This is an optimization exercise on Yosys and OpenROAD, whose aim is small area, not a production implementation.
The RTL was checked by simulation tests, not by an equivalence proof against the original design.
No activity file was given, so power comes from the tool's default toggle rates.

## run.sh

```bash
#!/bin/bash
# synth_recipe.tcl (not shown) runs the flow's synth.tcl, then flattens the netlist and writes it again
# the make line also repeats each setting of config.mk as NAME=value (left out here)
make -C /OpenROAD-flow-scripts/flow DESIGN_CONFIG=/design/flow/config.mk WORK_HOME=/design/flow/orfs CLKGATE_MAP_FILE= SYNTH_SCRIPT=/design/flow/synth_recipe.tcl finish
```

## constraint.sdc

```tcl
create_clock -name core_clock -period 6.5 [get_ports {clk}]
set_input_delay 1.3000 -clock core_clock [delete_from_list [all_inputs] [get_ports {clk}]]
set_output_delay 1.3000 -clock core_clock [all_outputs]
set_load 0.01 [all_outputs]
```

## design.v

```verilog
`timescale 1ns/10ps
`default_nettype none
module crc32_d4
(
    input  wire         clk,
    input  wire         init,
    input  wire         flush,
    input  wire  [3:0]  din,
    output reg   [31:0] crc
);
    localparam [31:0] CRC_POLY = 32'hEDB8_8320;
    wire [3:0] x = flush ? 4'd0 : (crc[3:0] ^ din);
    reg  [31:0] fb;
    integer     i;
    always @(*)
    begin
        fb = 32'd0;
        for (i = 0; i < 4; i = i + 1)
            if (x[i])
                fb = fb ^ (CRC_POLY >> (3 - i));
    end
    always @(posedge clk)
    begin
        if (init)
            crc <= 32'hFFFF_FFFF;
        else
            crc <= {4'd0, crc[31:4]} ^ fb;
    end
endmodule
`default_nettype wire
`timescale 1ns/10ps
`default_nettype none
module payload_fifo
#(
    parameter DEPTH = 32
)
(
    input  wire         clk,
    input  wire         rst_n,
    input  wire         wr_en,
    input  wire  [31:0] wr_data,
    input  wire         rd_en,
    output wire  [31:0] rd_data,
    output reg          full
);
    reg  [31:0] mem [0:31];
    reg  [4:0]  wr_ptr;
    reg  [4:0]  rd_ptr;
    wire        do_wr;
    assign do_wr   = wr_en && !full;     
    assign rd_data = mem[rd_ptr];        
    always @(posedge clk)
    begin
        if (do_wr)
            mem[wr_ptr] <= wr_data;
    end
    always @(posedge clk or negedge rst_n)
    begin
        if (!rst_n)
        begin
            wr_ptr <= 5'd0;
            rd_ptr <= 5'd0;
            full   <= 1'b0;
        end
        else
        begin
            if (do_wr)
                wr_ptr <= wr_ptr + 5'd1;
            if (rd_en)
                rd_ptr <= rd_ptr + 5'd1;
            if (do_wr && !rd_en && (wr_ptr + 5'd1 == rd_ptr))
                full <= 1'b1;
            else if (rd_en && !do_wr)
                full <= 1'b0;
        end
    end
endmodule
`default_nettype wire
`timescale 1ns/10ps
`default_nettype none
module udp_header_gen
#(
    parameter [47:0] BOARD_MAC  = 48'h00_0a_35_01_fe_c0,
    parameter [31:0] BOARD_IP   = 32'hc0_a8_00_0a,
    parameter [15:0] BOARD_PORT = 16'd1234,
    parameter [47:0] PC_MAC     = 48'hff_ff_ff_ff_ff_ff,
    parameter [31:0] PC_IP      = 32'hc0_a8_00_64,
    parameter [15:0] PC_PORT    = 16'd1234
)
(
    input  wire [6:0]  idx,
    input  wire [7:0]  payload_len,
    input  wire [15:0] ip_id,
    output wire [3:0]  nib
);
    localparam [335:0] HDR_CONST = {PC_MAC, BOARD_MAC, 16'h0800, 8'h45, 8'h00,
                                    16'h0000, 16'h0000, 16'h4000, 8'h40, 8'd17,
                                    16'h0000, BOARD_IP, PC_IP, BOARD_PORT, PC_PORT,
                                    16'h0000, 16'h0000};
    localparam [31:0] CSUM_RAW  = 32'h4500 + 32'h4000 + 32'h4011
                                + BOARD_IP[31:16] + BOARD_IP[15:0]
                                + PC_IP[31:16] + PC_IP[15:0] + 32'd28;
    localparam [31:0] CSUM_F1   = CSUM_RAW[15:0] + CSUM_RAW[31:16];
    localparam [15:0] CSUM_K    = CSUM_F1[15:0] + CSUM_F1[31:16];
    wire [5:0]  bidx = idx[6:1] - 6'd16;     
    wire [16:0] sum  = ip_id + payload_len + CSUM_K;
    wire [15:0] csum = ~(sum[15:0] + sum[16]);
    reg  [7:0]  b;
    always @(*)
    begin
        case (bidx)
            6'd17:   b = payload_len + 8'd28;
            6'd18:   b = ip_id[15:8];
            6'd19:   b = ip_id[7:0];
            6'd24:   b = csum[15:8];
            6'd25:   b = csum[7:0];
            6'd39:   b = payload_len + 8'd8;
            default: b = HDR_CONST[(6'd41 - bidx) * 8 +: 8];
        endcase
    end
    assign nib = idx[0] ? b[7:4] : b[3:0];
endmodule
`default_nettype wire
`timescale 1ns/10ps
`default_nettype none
module mii_frame_tx
(
    input  wire         clk,
    input  wire         rst_n,
    input  wire         send_en,
    input  wire [7:0]   send_data_num,
    output wire [6:0]   hdr_idx,
    input  wire [3:0]   hdr_nib,
    output reg  [7:0]   payload_len,
    output reg  [15:0]  ip_id,
    input  wire [31:0]  rd_data,
    output wire         rd_en,
    output reg          eth_tx_en,
    output reg  [3:0]   eth_tx_data,
    output reg          send_end
);
    localparam [1:0] PH_IDLE = 2'd0;
    localparam [1:0] PH_HEAD = 2'd1;
    localparam [1:0] PH_PAY  = 2'd2;
    localparam [1:0] PH_FCS  = 2'd3;
    reg  [1:0]  phase;
    reg  [7:0]  k;
    reg         send_en_q;
    wire        start;
    wire        in_head  = (phase == PH_HEAD);
    wire        in_pay   = (phase == PH_PAY);
    wire        in_fcs   = (phase == PH_FCS);
    wire [6:0]  pbyte    = k[7:1];
    wire        pay_data = ({1'b0, pbyte} < payload_len);
    wire        pay_lastb = ({1'b0, pbyte} + 8'd1 >= payload_len);
    wire        pay_end  = k[0] && pay_lastb && (pbyte >= 7'd17);
    wire        active   = (in_head && (k[6:4] != 3'd0)) || in_pay || in_fcs;
    wire [31:0] crc;
    reg  [3:0]  nib;
    assign start   = send_en && !send_en_q && (phase == PH_IDLE) && !eth_tx_en && !send_end;
    assign hdr_idx = k[6:0];
    assign rd_en   = in_pay && k[0] && pay_data && ((pbyte[1:0] == 2'd3) || pay_lastb);
    always @(*)
    begin
        if (in_fcs)
            nib = ~crc[3:0];
        else if (in_pay)
            nib = pay_data ? rd_data[{~pbyte[1:0], k[0]} * 4 +: 4] : 4'd0;
        else if (!k[5] && !k[6])
            nib = (k[4:0] == 5'd31) ? 4'hD : 4'h5;
        else
            nib = hdr_nib;
    end
    crc32_d4 u_crc
    (
        .clk   (clk),
        .init  (in_head && !k[5] && !k[6]),
        .flush (in_fcs),
        .din   (nib),
        .crc   (crc)
    );
    always @(posedge clk)
    begin
        if (phase == PH_IDLE)
            payload_len <= send_data_num;
    end
    always @(posedge clk)
    begin
        case (phase)
            PH_IDLE: k <= 8'd11;
            PH_HEAD: k <= (k[6:0] == 7'd115) ? 8'd0 : k + 8'd1;
            PH_PAY:  k <= pay_end ? 8'd0 : k + 8'd1;
            default: k <= k + 8'd1;
        endcase
    end
    always @(posedge clk or negedge rst_n)
    begin
        if (!rst_n)
        begin
            phase       <= PH_IDLE;
            send_en_q   <= 1'b0;
            ip_id       <= 16'd0;
            eth_tx_en   <= 1'b0;
            eth_tx_data <= 4'd0;
            send_end    <= 1'b0;
        end
        else
        begin
            send_en_q   <= send_en;
            send_end    <= (phase == PH_IDLE) && eth_tx_en;
            eth_tx_en   <= active;
            eth_tx_data <= active ? nib : 4'd0;
            if (start)
                ip_id <= ip_id + 16'd1;
            case (phase)
                PH_IDLE: if (start) phase <= PH_HEAD;
                PH_HEAD: if (k[6:0] == 7'd115) phase <= PH_PAY;
                PH_PAY:  if (pay_end) phase <= PH_FCS;
                default: if (k[2:0] == 3'd7) phase <= PH_IDLE;
            endcase
        end
    end
endmodule
`default_nettype wire
`timescale 1ns/10ps
`default_nettype none
module udp_tx_top
#(
    parameter [47:0] BOARD_MAC  = 48'h00_0a_35_01_fe_c0,
    parameter [31:0] BOARD_IP   = 32'hc0_a8_00_0a,
    parameter [15:0] BOARD_PORT = 16'd1234,
    parameter [47:0] PC_MAC     = 48'hff_ff_ff_ff_ff_ff,
    parameter [31:0] PC_IP      = 32'hc0_a8_00_64,
    parameter [15:0] PC_PORT    = 16'd1234,
    parameter        FIFO_DEPTH = 32
)
(
    input  wire         clk,
    input  wire         rst_n,
    input  wire         send_en,
    input  wire [15:0]  send_data_num,
    input  wire         wr_en,
    input  wire [31:0]  wr_data,
    output wire         fifo_full,
    output wire         send_end,
    output wire         eth_tx_en,
    output wire [3:0]   eth_tx_data
);
    wire [6:0]  hdr_idx;
    wire [7:0]  payload_len;
    wire [15:0] ip_id;
    wire [3:0]  hdr_nib;
    wire [31:0] rd_data;
    wire        rd_en;
    udp_header_gen
    #(
        .BOARD_MAC  (BOARD_MAC),
        .BOARD_IP   (BOARD_IP),
        .BOARD_PORT (BOARD_PORT),
        .PC_MAC     (PC_MAC),
        .PC_IP      (PC_IP),
        .PC_PORT    (PC_PORT)
    )
    u_hdr_gen
    (
        .idx         (hdr_idx),
        .payload_len (payload_len),
        .ip_id       (ip_id),
        .nib         (hdr_nib)
    );
    payload_fifo #(.DEPTH(FIFO_DEPTH)) u_fifo
    (
        .clk     (clk),
        .rst_n   (rst_n),
        .wr_en   (wr_en),
        .wr_data (wr_data),
        .rd_en   (rd_en),
        .rd_data (rd_data),
        .full    (fifo_full)
    );
    mii_frame_tx u_mii_tx
    (
        .clk           (clk),
        .rst_n         (rst_n),
        .send_en       (send_en),
        .send_data_num (send_data_num[7:0]),
        .hdr_idx       (hdr_idx),
        .hdr_nib       (hdr_nib),
        .payload_len   (payload_len),
        .ip_id         (ip_id),
        .rd_data       (rd_data),
        .rd_en         (rd_en),
        .eth_tx_en     (eth_tx_en),
        .eth_tx_data   (eth_tx_data),
        .send_end      (send_end)
    );
endmodule
`default_nettype wire
```

## config.mk

```make
export PLATFORM = sky130hd
export DESIGN_NAME = udp_tx_top
export DESIGN_NICKNAME = udp_tx_top
export VERILOG_FILES = /design/flow/design.v
export SDC_FILE = /design/flow/constraint.sdc
export NUM_CORES = 4
export LEC_CHECK = 0
export CAP_MARGIN = 20
export CORE_MARGIN = 2
export CORE_UTILIZATION = 40
export PLACE_DENSITY = 0.6
export SLEW_MARGIN = 20
```

==> metrics list <==
* Status: no timing/DRC/antenna violations
* Critical Path Max Stage Delay: approximately 0.55 ns
- Worst EP required: 7.08 ns
* Sequential element share of the synthesized area: between 70% and 80%
- Critical path endpoint category: flip-flop
- Arrival time at the worst endpoint: ~6.5 ns
- The number of antenna violations at the first check in global routing is 3.
- FILL cells: 9636
- The detailed router placed 24766 vias in this run.
- All-layer global routing usage: 20.2%
- # Max-Cap Violations: 0
- The largest total area in the synthesized netlist belongs to edfxtp_1.
* Multi-input logic area: 12800 sq um
- Hold Path Sink: u_mii_tx.u_crc.crc[10]
- Worst Hold Path Cells: 1
- For this configuration, the core starts out at a cell density of 40.4%.
* Clock latency of the later-clocked register in the worst-skew pair: 0.71 ns
* Sequence of cells on the critical path: inv_1 > ha_1 > inv_1 > ha_1 > o211ai_1 > o21a_1 > o211ai_1 > a41o_1 > ha_1 > ha_1 > nand3_1 > nor4_2 > nand3_1 > o311ai_0 > a32oi_1 > a2111oi_4 > xnor3_1 > nor2_4 > xnor2_1 > xor2_1 > nand2_1
* Dpl ws: 0.588 ns
* Reg-to-reg endpoint: u_mii_tx.u_crc.crc[19]
- Total inserted antenna cells: 0
* Post-synthesis async set-or-reset flop share: 3.25%
* Number of primary I/O pins: between 50 and 60
- Registers take approximately 33000 sq um.
- The number of failing hold endpoints at the final stage came to 0.
- The synthesized netlist devotes roughly 4.8% of its cell area to compound gates.
- Dominant register cell in the synthesized netlist: edfxtp_1
* Proportion of netlist area held by the largest area contributor: 66.9%
- Global-route wire length before repair: 173 mm
- The die is 344 um tall.
- Die area: 118000 sq um
- Setup Crit Path Kind: reg2reg
- Number of placement rows: 124
- In this run the worst hold path is classified as reg2reg.
- Max stage delay cell, worst path: a2111oi_4
- In this run the mean area of a mapped cell was about 18 sq um.
- After Yosys synthesis, XOR and XNOR cells account for around 2.0% of the synthesized area.
- The net count of the finished layout is 2764.
- Setup tns final: 0 ns
- Setup violations remaining at the end of the flow were counted as 0.
* Setup Buffers After CTS: 0
- The synthesized design contains ~1100 register bits.
- After synthesis, the netlist uses 97 different library cells.
- Clock skew: 0.0686 ns
- Highest net fanout along the worst path: 5
- Entering global routing, the biggest net connects 91 pins.
* Leakage power: 17.1 nW
- Clock transition at path regs: 0.06 ns
* Pin slew with the least headroom to its limit: 1.17 ns
* Total power per unit cell area: 314 nW/um^2
- The via count of the first global-routing pass was 25002.
* Initial DRC count: 2544
- Counting both buffers and inverters, the worst setup path holds a total of 2.
* Total wire length: 120 mm
- After detailed routing, the average wire length per cell comes to 28.1 um.
- Global placement routability congestion: between 0.8 and 0.9
* Layout Area Growth over Synthesis: 13.7%
* Total number of yosys warnings: 4
- CTS Hold Bufs: 0
- Clock buffers created by TritonCTS: 112
- In this run the deepest clock path goes through 3 buffers.
- Share of the cycle needed by the critical path after routing: 90.5%
- Timing would allow up to approximately 170 MHz.
- The die is 344 um wide.
- The first detailed-routing pass took 6 iterations.
- CTS tree: done
* Maximum ir drop on the vdd rail: roughly 0.00022 V
* Area fraction in and, or, nand and nor cells after synthesis: 4.29%
- In this run the number of H-tree levels came out at 3.
- Sorting the synthesized cells by area gives the leading types as edfxtp_1 67%, mux4_2 11%, mux2i_1 2.7%, dfrtp_1 1.9%, ha_1 1.8%.
* PnR worst setup slack: 0.619 ns
- In the synthesized netlist, mux cells make up 14.3% of the area.
* Post-synthesis instance area: 46300 sq um
* Placed wire-length estimate after detailed placement: 69.4 mm
- Post-CTS repair changed the size of 0 cells.
- After global routing the overflow that remains totals 0.
- Among cell families on the critical path, the largest total delay comes from compound AO/OA/AOI/OAI gates.
* Internal reg-to-reg setup slack: 0.62 ns
- By area, the combinational part of the netlist is dominated by multiplexers.
- Master cell of the clock root buffer: clkbuf_16
- Setup repair after global routing missed its margin: false
* Syn_nets: 2643
* Post-route minimum period: about 5.9 ns
- In this run the number of cells on the critical path is 21.
* Via-to-Cell Ratio: 5.82
- The worst setup path is launched from a flip-flop.
- Slew margin rel.: 21.7%
- Cells with a size suffix above 1 make up 20.6% of the layout.
* Hold_ws: 0.420 ns
- Gate count of the mapped netlist: 2524
- Area of the placeable core: 115000 sq um
- The tree built by TritonCTS fans out to approximately 1100 sinks.
- Origin of the worst min-delay path: u_mii_tx.u_crc.crc[14]
- Cells on worst reg2reg path: 21
* DRC violation count after routing: 0
- Port buffering added 50 buffers.
- Counting flops with a built-in enable in the synthesized netlist gives between 1000 and 1500.
- Among the stages of the critical path, the cell type that occurs most often is ha_1.
* Post-synthesis adder-cell area fraction: 1.83%
* DRT antenna net count: 0
- The number of pins exceeding their max-slew limit in the final report was 0.
- Reg-to-reg startpoint: u_mii_tx.payload_len[5]
## flip-flops by register name, summed over array words and instances (netlist names), 2 cells and up
| name | flops |
|---|---|
| u_mii_tx.payload_len | 8 |
| u_fifo.mem | 1024 |
| u_fifo.wr_ptr | 5 |
| u_fifo.rd_ptr | 5 |
| u_mii_tx.eth_tx_data | 4 |
| u_mii_tx.ip_id | 16 |
| u_mii_tx.phase | 2 |
| u_mii_tx.k | 8 |
| u_mii_tx.u_crc.crc | 32 |
## worst max-delay path by stage
stage | startpoint | endpoint | slack (ns)
after floorplan | u_mii_tx.payload_len[5] | u_mii_tx.u_crc.crc[19] | 1.65
after global placement | u_mii_tx.payload_len[5] | u_mii_tx.u_crc.crc[19] | 0.68
after detailed placement | u_mii_tx.payload_len[5] | u_mii_tx.u_crc.crc[19] | 0.59
after CTS | u_mii_tx.payload_len[5] | u_mii_tx.u_crc.crc[19] | 0.59
after global routing | u_mii_tx.payload_len[5] | u_mii_tx.u_crc.crc[19] | 0.11
final | u_mii_tx.payload_len[5] | u_mii_tx.u_crc.crc[19] | 0.62
## area by class of cell
cell class	instances	share of cell area [%]
flip-flops and latches	1108	62.2
clock buffers	134	5.48
well taps	1512	3.59
clock inverters	78	1.63
multi-input cells	1232	24.4
inverters	56	0.399
repair buffers	135	2.39
## layer usage
layer | vias to the layer above | global-route usage (%) | routed length (um)
li1 | 10495 | - | -
met3 | 207 | 3.87 | 8440
met2 | 913 | 32.8 | 57800
met5 | - | 0 | 38
met1 | 13145 | 27.9 | 50300
met4 | 6 | 5.41 | 2970
## power by group
group / switching, mW / total, mW / leakage [nW] / internal [mW]
Clock: 2.75 / 6.53 / 1.81 / 3.78
Combinational: 0.982 / 1.55 / 5.23 / 0.572
Sequential: 0.162 / 8.43 / 10.1 / 8.26
## synthesized netlist by cell type (16+ instances only)
master and instances:
o221ai_1 24, clkbuf_1 38, buf_2 27, dfrtp_1 36
mux4_2 230, dfxtp_1 40, xnor2_1 66, nor2b_1 17
o22ai_1 17, o21ai_0 47, nand3_1 49, xor2_1 21
buf_4 32, buf_6 23, edfxtp_1 1032, nor3_1 22
nand2b_1 16, inv_1 52, a21oi_1 55, nor2_1 96
ha_1 66, nand2_1 104, mux2i_1 126
## logic make-up after synthesis
logic type / count (synthesis)
xor gates and xnor gates: 94
AOI/OAI and AO/OA: 304
muxes: 372
and+or+nand+nor: 395
buffers and inverters: 184
DFF: 1108
adders and majority gates: 67
## cells in the final DEF, fill, tap and decap left out, drive strengths merged, types with 12 or more instances in the layout
cell type and instances:
edfxtp 1032, mux4 230, clkbuf 134, mux2i 126, nand2 104, nor2 98, buf 92, xnor2 67
ha 66, inv 59, a21oi 55, clkinv 54, nand3 51, o21ai 49, clkdlybuf4s50 43, dfxtp 40
dfrtp 36, o221ai 24, nor3 22, xor2 21, o22ai 17, nor2b 17, nand2b 16, mux2 16
bufinv 15, a221oi 15, a22oi 15, a31oi 14, and3 13, a211oi 13, o211ai 12, nand4 12
## worst reg2reg max path: stages (launching register included)
cell and delay [ns]:
edfxtp_1 0.46, inv_1 0.18, ha_1 0.32, inv_1 0.04
ha_1 0.35, o211ai_1 0.18, o21a_1 0.23, o211ai_1 0.40
a41o_1 0.27, ha_1 0.19, ha_1 0.19, nand3_1 0.16
nor4_2 0.35, nand3_1 0.19, o311ai_0 0.50, a32oi_1 0.29
a2111oi_4 0.55, xnor3_1 0.34, nor2_4 0.19, xnor2_1 0.18
xor2_1 0.17, nand2_1 0.07
## through the flow
stage	instance area, sq um	std cells	power [mW]	utilization [%]
floorplan	46300	2524	9.46	-
global placement	48900	4042	10.1	42.7
detailed placement	48900	4042	10.1	42.7
CTS	52600	4254	16.7	46.0
global route	52600	4255	17.0	46.0
finish	52600	4255	16.5	46.0

## static timing again, ports no longer ideal
The flow's constraints put no driver on any port. The routed layout listed below was extracted and timed again, unchanged, in two steps. Step 1 assumes that a clkbuf_16 drives the clock port and a buf_2 every other input. Step 2 also shifts input and output timing later by t, the mid clock arrival at the registers, as if the neighbouring blocks saw the same clock. a / b / c = ideal ports / drivers / drivers and shift; a / b = the first two.
t (ns): 0.746
setup WS [ns]: 0.619 / 0.619 / 0.619
worst register clock-pin slew, ns: 0.07 / 0.07
cell pins on the clock port's net: 1
After both steps setup and hold are still met in this run. For this run, drivers alone change the setup slack by 0.000 ns; drivers and shift together by 0.000 ns.
